Context: an optimization exercise on an open-source flow, tuned for small area, a short achievable clock period and few clock cycles per item. The choices shown serve that exercise and are no tape-out recipe. Only simulation tests tie the RTL to the original design; equivalence was not proved. Power is estimated from default activity; no workload was simulated.

## design/flow/run.sh

```bash
#!/bin/bash
# synth_recipe.tcl (not shown) runs the flow's synth.tcl, then flattens the netlist and writes it again
# the make line also repeats each setting of config.mk as NAME=value (left out here)
make -C /OpenROAD-flow-scripts/flow DESIGN_CONFIG=/design/flow/config.mk WORK_HOME=/design/flow/orfs CLKGATE_MAP_FILE= SYNTH_SCRIPT=/design/flow/synth_recipe.tcl finish
```

## design/flow/config.mk

```make
export PLATFORM = sky130hd
export DESIGN_NAME = buddy_block_allocator
export DESIGN_NICKNAME = buddy_block_allocator
export VERILOG_FILES = /design/flow/design.v
export SDC_FILE = /design/flow/constraint.sdc
export NUM_CORES = 4
export LEC_CHECK = 0
export CAP_MARGIN = 20
export CELL_PAD_IN_SITES_DETAIL_PLACEMENT = 1
export CELL_PAD_IN_SITES_GLOBAL_PLACEMENT = 2
export CORE_MARGIN = 2
export CORE_UTILIZATION = 25
export SLEW_MARGIN = 20
```

## design/flow/constraint.sdc

```tcl
create_clock -name core_clock -period 10.0 [get_ports {i_clk}]
set_input_delay 2.0000 -clock core_clock [delete_from_list [all_inputs] [get_ports {i_clk}]]
set_output_delay 2.0000 -clock core_clock [all_outputs]
set_load 0.01 [all_outputs]
```

## design/flow/design.v

```verilog
`timescale 1ns / 1ps
package bba_pkg;
    localparam int POOL_ORDER_DEF   = 16;
    localparam int HEADER_BYTES_DEF = 32;
    localparam int GRAIN_ORDER_DEF  = 8;
    localparam int ENTRY_W  = 7;
    localparam int HEAD_POS = 6;
    localparam int FREE_POS = 5;
    localparam logic OP_ALLOC   = 1'b0;
    localparam logic OP_RELEASE = 1'b1;
    localparam logic [1:0] ST_DONE   = 2'd0;
    localparam logic [1:0] ST_REJECT = 2'd1;
    localparam logic [1:0] ST_NOMEM  = 2'd2;
    typedef struct packed {
        logic        op;
        logic [16:0] request_bytes;
        logic [15:0] release_address;
    } t_bba_in;
    typedef struct packed {
        logic [1:0]  status;
        logic [15:0] data_address;
    } t_bba_out;
    typedef enum logic [3:0] {
        S_CLEAR, S_IDLE, S_ORDER, S_SCAN_RD, S_SCAN_CK, S_SPLIT,
        S_REL_RD, S_REL_CK, S_BUD_RD, S_BUD_CK, S_MARK, S_DONE
    } t_bba_state;
endpackage
`timescale 1ns / 1ps
module bba_ram #(
    parameter int WIDTH = 8,
    parameter int DEPTH = 16
) (
    input  logic                     i_clk,
    input  logic                     i_we,
    input  logic [$clog2(DEPTH)-1:0] i_waddr,
    input  logic [WIDTH-1:0]         i_wdata,
    input  logic [$clog2(DEPTH)-1:0] i_raddr,
    output logic [WIDTH-1:0]         o_rdata
);
    logic [WIDTH-1:0] r_mem [DEPTH];
    logic [WIDTH-1:0] r_rdata;
    always_ff @(posedge i_clk) begin
        if (i_we) begin
            r_mem[i_waddr] <= i_wdata;
        end
        r_rdata <= r_mem[i_raddr];
    end
    assign o_rdata = r_rdata;
endmodule
`timescale 1ns / 1ps
import bba_pkg::*;
module bba_ctrl #(
    parameter int POOL_ORDER   = bba_pkg::POOL_ORDER_DEF,
    parameter int HEADER_BYTES = bba_pkg::HEADER_BYTES_DEF,
    parameter int GRAIN_ORDER  = bba_pkg::GRAIN_ORDER_DEF,
    localparam int IW = POOL_ORDER - GRAIN_ORDER
) (
    input  logic               i_clk,
    input  logic               i_rst_n,
    input  logic               i_in_valid,
    output logic               o_in_ready,
    input  bba_pkg::t_bba_in   i_in_data,
    output logic               o_res_valid,
    input  logic               i_res_free,
    output bba_pkg::t_bba_out  o_res_data,
    output logic               o_we,
    output logic [IW-1:0]      o_waddr,
    output logic [bba_pkg::ENTRY_W-1:0] o_wdata,
    output logic [IW-1:0]      o_raddr,
    input  logic [bba_pkg::ENTRY_W-1:0] i_rdata
);
    bba_pkg::t_bba_state r_state, n_state;
    bba_pkg::t_bba_in    r_in, n_in;
    bba_pkg::t_bba_out   r_res, n_res;
    logic [IW:0]   r_idx, n_idx;
    logic [IW-1:0] r_hit, n_hit;
    logic [4:0]    r_k, n_k;
    logic [4:0]    r_need, n_need;
    logic          r_found, n_found;
    logic [IW:0]   one_w, step, e_step;
    logic [4:0]    e_ord;
    logic          e_head, e_free;
    logic [17:0]   need;
    logic [4:0]    calc_ord;
    logic          calc_ok;
    logic [24:0]   off;
    logic [IW-1:0] bidx;
    logic [31:0]   data_addr;
    assign one_w  = {{IW{1'b0}}, 1'b1};
    assign e_ord  = i_rdata[4:0];
    assign e_head = i_rdata[HEAD_POS];
    assign e_free = i_rdata[FREE_POS];
    assign e_step = one_w << (e_ord - 5'(GRAIN_ORDER));
    assign step   = one_w << (r_k - 5'(GRAIN_ORDER));
    assign need   = 18'(r_in.request_bytes) + 18'(HEADER_BYTES);
    assign off    = 25'(r_in.release_address) - 25'(HEADER_BYTES);
    assign bidx   = r_idx[IW-1:0] ^ step[IW-1:0];
    assign data_addr = (32'(r_hit) << GRAIN_ORDER) + 32'(HEADER_BYTES);
    always_comb begin
        calc_ord = 5'(POOL_ORDER);
        calc_ok  = 1'b0;
        for (int o = 24; o >= 0; o--) begin
            if (o >= GRAIN_ORDER && o <= POOL_ORDER && (33'd1 << o) >= 33'(need)) begin
                calc_ord = 5'(o);
                calc_ok  = 1'b1;
            end
        end
    end
    always_ff @(posedge i_clk) begin
        if (!i_rst_n) begin
            r_state <= S_CLEAR;
            r_idx   <= '0;
            r_found <= 1'b0;
        end else begin
            r_state <= n_state;
            r_idx   <= n_idx;
            r_found <= n_found;
        end
        r_in   <= n_in;
        r_res  <= n_res;
        r_hit  <= n_hit;
        r_k    <= n_k;
        r_need <= n_need;
    end
    always_comb begin
        n_state = r_state;
        n_in    = r_in;
        n_res   = r_res;
        n_idx   = r_idx;
        n_hit   = r_hit;
        n_k     = r_k;
        n_need  = r_need;
        n_found = r_found;
        o_in_ready  = 1'b0;
        o_res_valid = 1'b0;
        o_we    = 1'b0;
        o_waddr = r_idx[IW-1:0];
        o_wdata = '0;
        o_raddr = r_idx[IW-1:0];
        unique case (r_state)
            S_CLEAR: begin
                o_we = 1'b1;
                o_wdata = (r_idx == '0) ? ENTRY_W'({2'b11, 5'(POOL_ORDER)}) : '0;
                n_idx = r_idx + 1'b1;
                if (n_idx[IW]) begin
                    n_idx   = '0;
                    n_state = S_IDLE;
                end
            end
            S_IDLE: begin
                o_in_ready = 1'b1;
                if (i_in_valid) begin
                    n_in  = i_in_data;
                    n_res = {ST_DONE, 16'd0};
                    n_state = (i_in_data.op == OP_ALLOC) ? S_ORDER : S_REL_RD;
                end
            end
            S_ORDER: begin
                if (r_in.request_bytes == '0 ||
                    25'(r_in.request_bytes) > (25'd1 << POOL_ORDER)) begin
                    n_res.status = ST_REJECT;
                    n_state = S_DONE;
                end else if (!calc_ok) begin
                    n_res.status = ST_NOMEM;
                    n_state = S_DONE;
                end else begin
                    n_need  = calc_ord;
                    n_idx   = '0;
                    n_found = 1'b0;
                    n_state = S_SCAN_RD;
                end
            end
            S_SCAN_RD: begin
                if (r_idx[IW]) begin
                    if (r_found) begin
                        n_state = S_SPLIT;
                    end else begin
                        n_res.status = ST_NOMEM;
                        n_state = S_DONE;
                    end
                end else begin
                    n_state = S_SCAN_CK;
                end
            end
            S_SCAN_CK: begin
                n_idx   = r_idx + e_step;
                n_state = S_SCAN_RD;
                if (e_head && e_free && e_ord >= r_need && (!r_found || e_ord < r_k)) begin
                    n_hit   = r_idx[IW-1:0];
                    n_k     = e_ord;
                    n_found = 1'b1;
                    if (e_ord == r_need) begin
                        n_state = S_SPLIT;
                    end
                end
            end
            S_SPLIT: begin
                o_we = 1'b1;
                if (r_k > r_need) begin
                    n_k = r_k - 1'b1;
                    o_waddr = r_hit + IW'((one_w << (n_k - 5'(GRAIN_ORDER))));
                    o_wdata = {2'b11, n_k};
                end else begin
                    o_waddr = r_hit;
                    o_wdata = {2'b10, r_need};
                    n_res.data_address = data_addr[15:0];
                    n_state = S_DONE;
                end
            end
            S_REL_RD: begin
                n_idx = {1'b0, off[GRAIN_ORDER +: IW]};
                o_raddr = off[GRAIN_ORDER +: IW];
                if (25'(r_in.release_address) < 25'(HEADER_BYTES) ||
                    off[GRAIN_ORDER-1:0] != '0 || (off >> POOL_ORDER) != '0) begin
                    n_state = S_DONE;
                end else begin
                    n_state = S_REL_CK;
                end
            end
            S_REL_CK: begin
                if (!e_head || e_free) begin
                    n_state = S_DONE;
                end else begin
                    n_k = e_ord;
                    n_state = S_BUD_RD;
                end
            end
            S_BUD_RD: begin
                o_raddr = bidx;
                n_state = (r_k >= 5'(POOL_ORDER)) ? S_MARK : S_BUD_CK;
            end
            S_BUD_CK: begin
                if (e_head && e_free && e_ord == r_k) begin
                    o_we = 1'b1;
                    if (bidx < r_idx[IW-1:0]) begin
                        o_waddr = r_idx[IW-1:0];
                        n_idx = {1'b0, bidx};
                    end else begin
                        o_waddr = bidx;
                    end
                    n_k = r_k + 1'b1;
                    n_state = S_BUD_RD;
                end else begin
                    n_state = S_MARK;
                end
            end
            S_MARK: begin
                o_we = 1'b1;
                o_wdata = {2'b11, r_k};
                n_state = S_DONE;
            end
            S_DONE: begin
                if (i_res_free) begin
                    o_res_valid = 1'b1;
                    n_state = S_IDLE;
                end
            end
            default: n_state = S_IDLE;
        endcase
    end
    assign o_res_data = r_res;
endmodule
`timescale 1ns / 1ps
import bba_pkg::*;
module buddy_block_allocator #(
    parameter int POOL_ORDER   = bba_pkg::POOL_ORDER_DEF,
    parameter int HEADER_BYTES = bba_pkg::HEADER_BYTES_DEF,
    parameter int GRAIN_ORDER  = bba_pkg::GRAIN_ORDER_DEF
) (
    input  logic     i_clk,
    input  logic     i_rst_n,
    input  logic     i_in_valid,
    output logic     o_in_ready,
    input  logic [33:0] i_in_data,
    output logic     o_out_valid,
    input  logic     i_out_ready,
    output logic [17:0] o_out_data
);
    localparam int IW = POOL_ORDER - GRAIN_ORDER;
    logic               we;
    logic [IW-1:0]      waddr, raddr;
    logic [ENTRY_W-1:0] wdata, rdata;
    logic               res_valid, res_free;
    bba_pkg::t_bba_out  res_data;
    logic     r_out_valid;
    bba_pkg::t_bba_out r_out_data;
    assign res_free = !r_out_valid || i_out_ready;
    bba_ram #(
        .WIDTH (ENTRY_W),
        .DEPTH (1 << IW)
    ) u_table (
        .i_clk   (i_clk),
        .i_we    (we),
        .i_waddr (waddr),
        .i_wdata (wdata),
        .i_raddr (raddr),
        .o_rdata (rdata)
    );
    bba_ctrl #(
        .POOL_ORDER   (POOL_ORDER),
        .HEADER_BYTES (HEADER_BYTES),
        .GRAIN_ORDER  (GRAIN_ORDER)
    ) u_ctrl (
        .i_clk       (i_clk),
        .i_rst_n     (i_rst_n),
        .i_in_valid  (i_in_valid),
        .o_in_ready  (o_in_ready),
        .i_in_data   (i_in_data),
        .o_res_valid (res_valid),
        .i_res_free  (res_free),
        .o_res_data  (res_data),
        .o_we        (we),
        .o_waddr     (waddr),
        .o_wdata     (wdata),
        .o_raddr     (raddr),
        .i_rdata     (rdata)
    );
    always_ff @(posedge i_clk) begin
        if (!i_rst_n) begin
            r_out_valid <= 1'b0;
        end else if (res_valid) begin
            r_out_valid <= 1'b1;
        end else if (i_out_ready) begin
            r_out_valid <= 1'b0;
        end
        if (res_valid) begin
            r_out_data <= res_data;
        end
    end
    assign o_out_valid = r_out_valid;
    assign o_out_data  = r_out_data;
endmodule
```

==> run summary <==
==> synth_stat cells, drive strengths merged (7+ instances only) <==
cell type	n
edfxtp	1865
nand2	1384
nand3	524
nor2	369
buf	257
a21oi	224
mux2i	199
clkbuf	156
o21ai	96
a31oi	95
and3	73
a32oi	67
nand4	62
nor3	56
o22ai	54
inv	46
a22oi	41
ha	41
nor4	36
a311oi	34
a211oi	33
o221ai	26
a221oi	25
dfxtp	22
o41ai	21
xnor2	17
nor2b	15
o211ai	15
xor2	15
a21o	13
nand2b	13
mux2	12
and2	11
o2111ai	11
a2111oi	10
o31ai	10
or3	10
o211a	9
nor3b	8
o311ai	8
a211o	7
a21boi	7
nand3b	7
==> path summary, 6_finish.rpt <==
path                                              end  slack [ns]  cells past startpoint
worst max register to register  u_table.r_mem[207][6]        3.03                     17
worst min-delay path                   r_out_data[15]        0.42                      0
worst min register to register         r_out_data[15]        0.42                      0
worst max-delay path            u_table.r_mem[207][6]        3.03                     17
==> registers in the layout, indices dropped and copies added, names as in the netlist <==
| name | count |
|---|---|
| u_ctrl.r_hit | 8 |
| u_ctrl.r_in | 33 |
| u_table.r_mem | 1792 |
| r_out_data | 11 |
| u_ctrl.r_idx | 9 |
| u_ctrl.r_k | 5 |
| r_out_valid | 1 |
| u_ctrl.r_found | 1 |
| u_ctrl.r_res | 11 |
| u_table.r_rdata | 7 |
| u_ctrl.r_state | 4 |
| u_ctrl.r_need | 5 |
==> power by group through the flow <==
stage                     logic [uW]  registers, uW  clock network (uW)
after floorplan                  704           8990                   0
final                           1370           8780                7690
after CTS                       1380           8770                7840
after global placement          1380           8940                   0
after detailed placement        1370           8940                   0
after global routing            1440           8770                8100
==> stage by stage <==
| step | hold WS [ns] | std cells | total power, uW |
|---|---|---|---|
| final | 0.420 | 10461 | 17800 |
| after global placement | 0.404 | 10069 | 10300 |
| after detailed placement | 0.408 | 10075 | 10300 |
| after global routing | 0.425 | 10459 | 18300 |
| after floorplan | 0.400 | 6102 | 9700 |
| after CTS | 0.424 | 10457 | 18000 |
==> logic make-up after synthesis <==
kind of cell / after synthesis / share of synthesized area
compound gates: 865 / 0.0754
xor+xnor: 32 / 0.00356
fa+ha+maj: 43 / 0.00702
buf+inv: 459 / 0.0259
flops: 1887 / 0.717
mux: 215 / 0.0282
other cells: 1 / 0.0000476
simple gates: 2594 / 0.143
==> layout make-up <==
type | instances | share of cell area
clock buffer | 248 | 0.0581
clock inverter | 134 | 0.0160
multi-input combinational | 3756 | 0.226
timing repair buffer | 227 | 0.0229
antenna | 3 | 0.0000822
sequential | 1887 | 0.618
inverter | 46 | 0.00192
tap | 4160 | 0.0570
==> layer usage <==
metal / GRT usage / vias to the layer above / share of wire
li1: - / 22888 / -
met1: 0.258 / 28126 / 0.44
met2: 0.303 / 1795 / 0.47
met3: 0.0253 / 395 / 0.057
met4: 0.0628 / 4 / 0.034
met5: 0 / - / 0.00010
==> reports/qor.csv <==
metric;value;unit
status;timing/DRC/antenna clean;
dpl hpwl;191000;um
placed cell area;0.0846;sq mm
slowest cell on the critical path;or4_1;
most frequent cells in the layout;edfxtp_1 (1865), nand2_1 (1382), nand3_1 (517);
clock latency (worst-skew pair);0.89;ns
Post-layout nets;6203;
clock root cell;clkbuf_16;
DP Worst Slack;3.21;ns
die width;565;um
core area;0.314;sq mm
antenna-violating nets left;0;
post-CTS setup buffers;0;
minimum clock period;6.97;ns
total number of vias;53208;
Pleak;0.0297;uW
Clock Pin Slew Worst Setup and Hold Paths;0.06;ns
setup TNS;0;ns
Sw Ratio;0.246;
vias in the first global route;53887;
port bufs;50;
synth unique cells;93;
Slew @ Worst Pin;1.22;ns
FMAX;0.144;GHz
period utilisation layout;0.697;
first-pass GRT wire length;429000;um
grt total ovfl;0;
Multi-input gate area;0.0207;sq mm
Power Internal;13500;uW
Hold Path Class;reg -> reg;
Area contributors post-synth;edfxtp_1 (71%), nand2_1 (6.6%), nand3_1 (3.3%), mux2i_1 (2.5%), nor2_1 (1.7%);
Hold Buf Count CTS;0;
reg-to-reg critical path startpoint;u_ctrl.r_k[1];
Synth Flop Type;edfxtp_1;
Final Wtd Congestion;0.843;
MaxCap Viol Count;0;
register area;0.0564;sq mm
Slew Viols, Final;0;
Worst slew margin;0.189;
setup ws final;3.03;ns
First-pass DRT Iterations;5;
Area Overhead vs Synth;16.0;%
Hold Vio Cnt, Final;0;
Worst path max stage delay;0.83;ns
crit path launch;u_ctrl.r_k[1];
Clk pwr share;0.431;
WL/cell;29.2;um
Chip Height;565;um
Post-synth EDFFs;1865;
initial core utilization;0.251;
Layout Skew;0.0544;ns
cell area after layout;0.0914;sq mm
final setup fails;0;
initial DRC count;5331;
Max clock buf depth;3;
Sequential Power Share;0.492;
unrepaired setup endpoints after global routing;false;
asr flop ratio synth;0;
number of synthesized register bits;1887;
Worst Path Required;10.49;ns
CP endpoint kind;flop;
Std-Cell Rows;206;
Yosys top cell area share;0.711;
CP Max Fanout;12;
CTS H-tree depth;4;
yosys warns;3;
P_sw;4380;uW
largest net degree at the start of global routing;138;
Post-Syn Area;0.0788;sq mm
Post-Synthesis Cells;6096;
pwr dens;195;mW/mm^2
I/O pins;58;
Max IR drop VDD;0.000173;V
Filler Cells Inserted;33672;
Worst Path Buf+Inv;2;
Core Util, Final;0.291;
post-synthesis sequential area ratio;0.717;
combinational share of power;0.077;
Mapped Avg Cell Area;12.9;sq um
CTS tree;done;
worst setup path class;reg -> reg;
Worst Path Arrival;7.46;ns
CP delay by family, top;simple AND/OR/NAND/NOR gates;
Die Area;0.320;sq mm
min-delay src;u_ctrl.r_res[15];
number of instances resized during post-cts repair;0;
share of cells above drive strength 1;0.0915;
Startpoint Class;flop;
vias per inst;5.09;
commonest non-fill, non-tap cell in the layout;edfxtp_1;
Yosys top cell by area;edfxtp_1;
GRT Overall Usage;0.187;
Clock Sinks;1887;
number of buffers created by CTS;204;
final wirelength;305000;um
drt drc;0;
CP cell instances;inv_1 > ha_1 > or4_1 > a21oi_1 > o21ai_1 > or2_2 > fa_1 > nor2b_1 > o21ai_0 > a21boi_0 > nor2_1 > mux2_2 > a221oi_1 > nand2b_1 > or4_1 > buf_4 > nor2_1;
initial antenna violation count;12;
Testbench counts, summed over its fixed seeds: cycles 138,130, items 4,000.

==> port drivers added, routing unchanged <==
The flow's constraints put no driver on any port. The routed layout listed below was extracted and timed again, unchanged, in two steps. Step 1 assumes that a clkbuf_16 drives the clock port and a buf_2 every other input. Step 2 moves the port delays by t, midway between the first and last clock arrival at a register: inputs arrive t later, outputs are due t later. That takes back most of the time a late clock gives input paths. a / b / c = no drivers / after step 1 / after step 2; a / b = the first two.
shift t [ns]: 0.950
setup slack, ns: 3.034 / 3.034 / 3.034
hold slack, ns: 0.420 / 0.420 / 0.420
clock arrival spread, ns: 0.056 / 0.056
slew at the worst register clock pin (ns): 0.07 / 0.07
After both steps setup and hold are still met in this run. The setup slack of this run moves by 0.000 ns with the drivers and by 0.000 ns with both steps.
